Background: an optimization exercise with open tools, aiming at small area, a short achievable clock period and few clock cycles. Do not read the settings as production practice.
At most, simulation tests tie the RTL to the original design; equivalence was not proved.
No activity file was given, so power comes from the tool's default toggle rates.

== v6 ==
==> module neuron_pe, before the edit <==
module neuron_pe #(
    parameter int DW    = 8,
    parameter int WW    = 8,
    parameter int LANES = 8,
    parameter int ACCW  = 24,
    parameter int NW    = 16,
    parameter int SHW   = 4
) (
    input  logic                    clk,
    input  logic                    rst,
    input  logic                    start,
    input  logic [NW-1:0]           n_len,
    input  logic [SHW-1:0]          shift,
    input  logic [1:0]              act_mode,
    input  logic [LANES*ACCW-1:0]   bias,
    input  logic                    in_valid,
    output logic                    in_ready,
    input  logic [DW-1:0]           in_data,
    input  logic [LANES*WW-1:0]     weight,
    output logic                    out_valid,
    input  logic                    out_ready,
    output logic [LANES*DW-1:0]     out_data,
    output logic                    busy
);
    logic           job_reg;     
    logic           rdy_reg;     
    logic [NW-1:0]  rem_reg;     
    logic           tok_reg;     
    logic           fin_reg;     
    logic           cap_reg;     
    logic           ov_reg;      
    logic [SHW-1:0] shift_reg, shift_cap;
    logic [1:0]     mode_reg, mode_cap;
    logic [3:0]     neg_reg, one_reg, two_reg;     
    logic [3:0]     negn_reg, onen_reg, twon_reg;  
    logic           free_reg;    
    logic           busy_reg;    
    logic beat, last_beat, free;
    assign beat      = in_valid && rdy_reg;
    assign last_beat = beat && (rem_reg == NW'(1));
    assign free      = free_reg;
    assign in_ready  = rdy_reg;
    assign out_valid = ov_reg;
    assign busy      = busy_reg;
    logic job_nx, fin_nx, ov_nx;
    always_comb begin
        job_nx = free ? start : job_reg;
        fin_nx = !free && (fin_reg || tok_reg);
        ov_nx  = cap_reg || (ov_reg && !out_ready);
    end
    always_ff @(posedge clk) begin
        if (rst) begin
            free_reg <= 1'b1;
            busy_reg <= 1'b0;
        end else begin
            free_reg <= !job_nx || (fin_nx && !ov_nx);
            busy_reg <= !(!job_nx || (fin_nx && !ov_nx));
        end
    end
    always_ff @(posedge clk) begin
        if (rst) begin
            job_reg <= 1'b0;
            rdy_reg <= 1'b0;
            tok_reg <= 1'b0;
            fin_reg <= 1'b0;
            cap_reg <= 1'b0;
            ov_reg  <= 1'b0;
        end else begin
            cap_reg <= free && job_reg;
            if (free) begin
                job_reg <= start;
                rdy_reg <= start && (n_len != '0);
                tok_reg <= start && (n_len == '0);
                fin_reg <= 1'b0;
            end else begin
                if (last_beat) rdy_reg <= 1'b0;
                tok_reg <= last_beat;
                if (tok_reg) fin_reg <= 1'b1;
            end
            if (cap_reg)        ov_reg <= 1'b1;
            else if (out_ready) ov_reg <= 1'b0;
        end
    end
    always_ff @(posedge clk) begin
        if (free) begin
            shift_reg <= shift;
            mode_reg  <= act_mode;
            shift_cap <= shift_reg;
            mask_cap  <= shift_mask;
            mode_cap  <= mode_reg;
            rem_reg   <= n_len;
        end else if (beat) begin
            rem_reg   <= rem_reg - NW'(1);
        end
    end
    logic [3:0] neg_d, one_d, two_d;
    always_comb begin
        for (int i = 0; i < 4; i++) begin
            logic b2, b1, b0;
            b2 = in_data[2*i+1];
            b1 = in_data[2*i];
            b0 = (i == 0) ? 1'b0 : in_data[2*i-1];
            neg_d[i] = beat && b2;
            one_d[i] = beat && (b1 ^ b0);
            two_d[i] = beat && ((b2 && !b1 && !b0) || (!b2 && b1 && b0));
        end
    end
    always_ff @(posedge clk) begin
        neg_reg  <= neg_d;
        one_reg  <= one_d;
        two_reg  <= two_d;
        negn_reg <= ~neg_d;
        onen_reg <= ~one_d;
        twon_reg <= ~two_d;
    end
    logic [15:0] shift_mask, mask_cap;
    always_comb begin
        for (int k = 0; k < 16; k++) shift_mask[k] = (k >= int'(shift_reg));
    end
    for (genvar gi = 0; gi < LANES; gi++) begin : g_lane
        neuron_lane u_lane (
            .clk      (clk),
            .free     (free),
            .job      (job_reg),
            .cap      (cap_reg),
            .bias     (bias[gi*ACCW +: ACCW]),
            .neg      ((gi < LANES / 2) ? neg_reg : ~negn_reg),
            .one      ((gi < LANES / 2) ? one_reg : ~onen_reg),
            .two      ((gi < LANES / 2) ? two_reg : ~twon_reg),
            .weight   (weight[gi*WW +: WW]),
            .shift    (shift_cap),
            .m        (mask_cap),
            .act_mode (mode_cap),
            .out_data (out_data[gi*DW +: DW])
        );
    end
endmodule
clock: 6.0 ns
lec_check: 0
abc_clock_period_in_ps: 2500
cap_margin: 20
core_margin: 2
core_utilization: 40
setup_slack_margin: 3.0
slew_margin: 20
standard.sh (not shown) runs the stock make flow with config.mk's settings and CLKGATE_MAP_FILE= SYNTH_SCRIPT=/design/flow/synth_recipe.tcl, a recipe that flattens the netlist after the stock synthesis.
==> flow/flow/run.sh <==
#!/bin/bash
# The standard layout (the standard.sh, unchanged synthesis and steps),
# with one change: the port buffers that placement inserts on every input and
# output are sky130_fd_sc_hd__buf_1 instead of the tool's default pick
# (clkdlybuf4s50_1, a slower delay cell with almost three times the area).
# ORFS's own logs stay under orfs/logs/; make's output goes to make_*.log here.
set -euo pipefail
export BUFFER_PORTS_ARGS="-buffer_cell sky130_fd_sc_hd__buf_1"
bash standard.sh synth > make_synth.log 2>&1
bash standard.sh finish > make_finish.log 2>&1
Testbench counts of v6, summed over its fixed seeds: cycles 9,187.
diff inputs: v6 => v7
--- a/flow/design.v
+++ b/flow/design.v
@@ -374,8 +374,6 @@
     logic [SHW-1:0] shift_reg, shift_cap;
     logic [1:0]     mode_reg, mode_cap;
-    logic [3:0]     neg_reg, one_reg, two_reg;     
-    logic [3:0]     negn_reg, onen_reg, twon_reg;  
+    logic [3:0]     neg_reg, one_reg, two_reg;
     logic           free_reg;    
-    logic           busy_reg;    
     logic beat, last_beat, free;
     assign beat      = in_valid && rdy_reg;
@@ -384,5 +382,5 @@
     assign in_ready  = rdy_reg;
     assign out_valid = ov_reg;
-    assign busy      = busy_reg;
+    assign busy      = !free;
     logic job_nx, fin_nx, ov_nx;
     always_comb begin
@@ -392,11 +390,6 @@
     end
     always_ff @(posedge clk) begin
-        if (rst) begin
-            free_reg <= 1'b1;
-            busy_reg <= 1'b0;
-        end else begin
-            free_reg <= !job_nx || (fin_nx && !ov_nx);
-            busy_reg <= !(!job_nx || (fin_nx && !ov_nx));
-        end
+        if (rst) free_reg <= 1'b1;
+        else     free_reg <= !job_nx || (fin_nx && !ov_nx);
     end
     always_ff @(posedge clk) begin
@@ -429,5 +422,4 @@
             mode_reg  <= act_mode;
             shift_cap <= shift_reg;
-            mask_cap  <= shift_mask;
             mode_cap  <= mode_reg;
             rem_reg   <= n_len;
@@ -436,6 +428,5 @@
         end
     end
-    logic [3:0] neg_d, one_d, two_d;
-    always_comb begin
+    always_ff @(posedge clk) begin
         for (int i = 0; i < 4; i++) begin
             logic b2, b1, b0;
@@ -443,20 +434,12 @@
             b1 = in_data[2*i];
             b0 = (i == 0) ? 1'b0 : in_data[2*i-1];
-            neg_d[i] = beat && b2;
-            one_d[i] = beat && (b1 ^ b0);
-            two_d[i] = beat && ((b2 && !b1 && !b0) || (!b2 && b1 && b0));
+            neg_reg[i] <= beat && b2;
+            one_reg[i] <= beat && (b1 ^ b0);
+            two_reg[i] <= beat && ((b2 && !b1 && !b0) || (!b2 && b1 && b0));
         end
     end
-    always_ff @(posedge clk) begin
-        neg_reg  <= neg_d;
-        one_reg  <= one_d;
-        two_reg  <= two_d;
-        negn_reg <= ~neg_d;
-        onen_reg <= ~one_d;
-        twon_reg <= ~two_d;
-    end
-    logic [15:0] shift_mask, mask_cap;
+    logic [15:0] shift_mask;
     always_comb begin
-        for (int k = 0; k < 16; k++) shift_mask[k] = (k >= int'(shift_reg));
+        for (int k = 0; k < 16; k++) shift_mask[k] = (k >= int'(shift_cap));
     end
     for (genvar gi = 0; gi < LANES; gi++) begin : g_lane
@@ -467,10 +450,10 @@
             .cap      (cap_reg),
             .bias     (bias[gi*ACCW +: ACCW]),
-            .neg      ((gi < LANES / 2) ? neg_reg : ~negn_reg),
-            .one      ((gi < LANES / 2) ? one_reg : ~onen_reg),
-            .two      ((gi < LANES / 2) ? two_reg : ~twon_reg),
+            .neg      (neg_reg),
+            .one      (one_reg),
+            .two      (two_reg),
             .weight   (weight[gi*WW +: WW]),
             .shift    (shift_cap),
-            .m        (mask_cap),
+            .m        (shift_mask),
             .act_mode (mode_cap),
             .out_data (out_data[gi*DW +: DW])
==> comparison <==
- There was hardly any difference in finished layout cell area between v7 and v6.
- Between v6 and v7, signed area change from the synthesized netlist to the final layout is higher for v7, v6 comes in under that.
- Taking v6 as the reference, in v7 die extent in y fell by 0.91%, maximum fanout count along the critical path picked up an extra 1, wire length after detailed routing saw an increase.
- Post-synthesis cell area (v7 vs. v6) decreases slightly
- Compared with v6, v7 shows total number of sequential cells lower by 4.8%.
- In v7, the area used by multi-input combinational logic came out about 0.9% above the value in v6.
- Compare v6 and v7 | buffers plus inverters on the worst setup path lower: v6
- The count of inverters not on the clock network in the layout in v6 is 1.06 times that in v7.
Function not checked in v7: the RTL went through the layout flow alone.


neuron_pe, a different RTL version from the one above (not shown whole).
Size in the first run: about 6100 cells after synthesis, ~560 flip-flops, roughly 360 I/O pins, roughly 53000 um2 of cells after synthesis.
make LEC_CHECK=0 ABC_CLOCK_PERIOD_IN_PS=2500 CAP_MARGIN=20 CORE_MARGIN=2 CORE_UTILIZATION=40 SETUP_SLACK_MARGIN=3.4 SLEW_MARGIN=20 finish   # period 6.0 ns
run.sh (not shown) runs the stock make flow with config.mk's settings and CLKGATE_MAP_FILE= SYNTH_SCRIPT=/design/flow/synth_recipe.tcl, a recipe that flattens the netlist after the stock synthesis.
Stock flow here: none of the scripts above is used.
Then changed:
--- a/flow/design.v
+++ b/flow/design.v
@@ -281,48 +281,67 @@
     assign fc118 = (1'b1 & s_in[21]) | (1'b1 & c_reg[21]) | (s_in[21] & c_reg[21]);
     assign fs119 = fc114 ^ fs117;
     assign fc120 = fc114 & fs117;
     assign fs121 = 1'b1 ^ s_in[22] ^ c_reg[22];
     assign fc122 = (1'b1 & s_in[22]) | (1'b1 & c_reg[22]) | (s_in[22] & c_reg[22]);
     assign fs123 = fc118 ^ fs121;
     assign fc124 = fc118 & fs121;
     assign fs125 = 1'b1 ^ s_in[23] ^ c_reg[23];
     assign fs126 = fc122 ^ fs125;
     assign s_nx = {fc124, fc120, fc116, fc112, fc108, fc104, fs103, fs99, fc92, fs91, fc80, fs79, fc64, fc56, fc48, fc40, fc32, fc24, fc18, fc12, fs9, fc4, t0[1], fs1};
     assign c_nx = {fs126, fs123, fs119, fs115, fs111, fs107, fc100, fc96, fs95, fc86, fs85, fc72, fs71, fs63, fs55, fs47, fs39, fs31, fs23, fs17, fs11, fs7, fs3, t0[0]};
+    logic [23:0] sum_sc, pg_g, pg_p;
+    always_comb begin
+        pg_g = s_reg & c_reg;
+        pg_p = s_reg ^ c_reg;
+        for (int l = 1; l < 24; l = l * 2)
+            for (int i = 0; i < 24; i++)
+                if ((i / l) % 2 == 1) begin
+                    pg_g[i] = pg_g[i] | (pg_p[i] & pg_g[(i / l) * l - 1]);
+                    pg_p[i] = pg_p[i] & pg_p[(i / l) * l - 1];
+                end
+        sum_sc[0] = s_reg[0] ^ c_reg[0];
+        for (int i = 1; i < 24; i++) sum_sc[i] = s_reg[i] ^ c_reg[i] ^ pg_g[i-1];
+    end
     always_ff @(posedge clk) begin
         if (!free && !cap) begin
             s_reg <= s_nx;
             c_reg <= c_nx;
         end else begin
-            s_reg <= (free && job) ? s_reg + c_reg : 24'd0;
+            s_reg <= (free && job) ? sum_sc : 24'd0;
             c_reg <= free ? bias : c_reg;
         end
     end
-    logic signed [23:0] s_sg;
-    logic [23:0] r;
+    logic [14:0] a4;
+    logic [10:0] a2;
+    logic [8:0]  a1;
+    logic [7:0]  r;
     logic [15:0] eqm;
-    logic        sgn, fits, pos;
+    logic        sgn, fits, pos, relu, step, zero, use_r;
     logic [7:0]  res;
     always_comb begin
-        s_sg = s_reg;
-        r    = s_sg >>> shift;
-        sgn  = s_reg[23];
+        sgn = s_reg[23];
+        for (int k = 0; k < 15; k++) a4[k] = shift[3] ? ((k + 8 <= 23) ? s_reg[k+8] : sgn) : s_reg[k];
+        for (int k = 0; k < 11; k++) a2[k] = shift[2] ? a4[k+4] : a4[k];
+        for (int k = 0; k < 9; k++)  a1[k] = shift[1] ? a2[k+2] : a2[k];
+        for (int k = 0; k < 8; k++)  r[k]  = shift[0] ? a1[k+1] : a1[k];
         for (int k = 0; k < 16; k++) eqm[k] = !m[k] || (s_reg[k+7] == sgn);
-        fits = &eqm;
-        pos  = !sgn && ((|s_reg[22:15]) || (|(s_reg[14:0] & m[14:0])));
-        case (act_mode)
-            neuron_pkg::ACT_RELU: res = sgn ? 8'h00 : (fits ? r[7:0] : 8'h7f);
-            neuron_pkg::ACT_STEP: res = {7'd0, pos};
-            default:              res = fits ? r[7:0] : (sgn ? 8'h80 : 8'h7f);
-        endcase
+        fits  = &eqm;
+        pos   = !sgn && ((|s_reg[22:15]) || (|(s_reg[14:0] & m[14:0])));
+        relu  = (act_mode == neuron_pkg::ACT_RELU);
+        step  = (act_mode == neuron_pkg::ACT_STEP);
+        use_r = fits && !step && !(relu && sgn);
+        zero  = (relu && sgn) || step;
+        res[7] = use_r ? r[7] : (!zero && sgn);
+        for (int k = 1; k < 7; k++) res[k] = use_r ? r[k] : (!zero && !sgn);
+        res[0] = use_r ? r[0] : (step ? pos : (!zero && !sgn));
     end
     always_ff @(posedge clk) begin
         if (cap) out_reg <= res;
     end
     assign out_data = out_reg;
 endmodule
 module neuron_pe #(
     parameter int DW    = 8,
     parameter int WW    = 8,
     parameter int LANES = 8,
     parameter int ACCW  = 24,
Outcome: The new run completed with no timing, DRC or antenna violations; die area goes down by a little under a tenth; cell count goes down by roughly a tenth; fmax goes down by a few percent; synthesized area goes down by a little under a tenth; wire length goes down by roughly a tenth; via count goes down by roughly a tenth; cell area goes down by a little under a tenth; worst hold slack gets worse by 0.0058 ns; clock skew goes up by 0.0054 ns; total power goes down by a little under a tenth; critical path depth goes up by 3; global-route usage goes down by 0.34 points; synthesized cell count goes down by roughly a tenth.
No run of this note included a check of the RTL's function; only the layout flow was run.

separate check: timing with driven ports:
No port has a modelled driver above. Below, the same layouts with a new extraction and two added sets of constraints.
Step 1, drivers: a clkbuf_16 drives clk and a buf_2 each remaining input, both assumed.
Step 2 adds t to the input delays and takes it off the output delays; t is the mean of the earliest and latest rising clock arrival at the registers after step 1. Input paths then give back, and output paths get back, about the clock's delay inside the block.
Three values: no drivers, after step 1, after step 2; two values: the first two.
run | shift t [ns] | setup slack, ns | latest minus earliest clock arrival (ns) | worst data-port slew with drivers (ns) | cell pins on the clock port's net
v6 | 0.730 | 3.041 / 3.041 / 3.041 | 0.043 / 0.043 | 0.13 | 1
v7 | 0.758 | 2.936 / 2.936 / 2.936 | 0.035 / 0.035 | 0.08 | 1
the first run of note 2 | 0.778 | 2.983 / 2.983 / 2.958 | 0.034 / 0.033 | 0.09 | 1
the second run of note 2 | 0.733 | 2.888 / 2.888 / 2.888 | 0.039 / 0.040 | 0.13 | 1
After both steps every run listed still meets setup and hold. The setup slack of the first run of note 2, which loses most, moves by 0.000 ns with the drivers and by -0.025 ns with both steps.
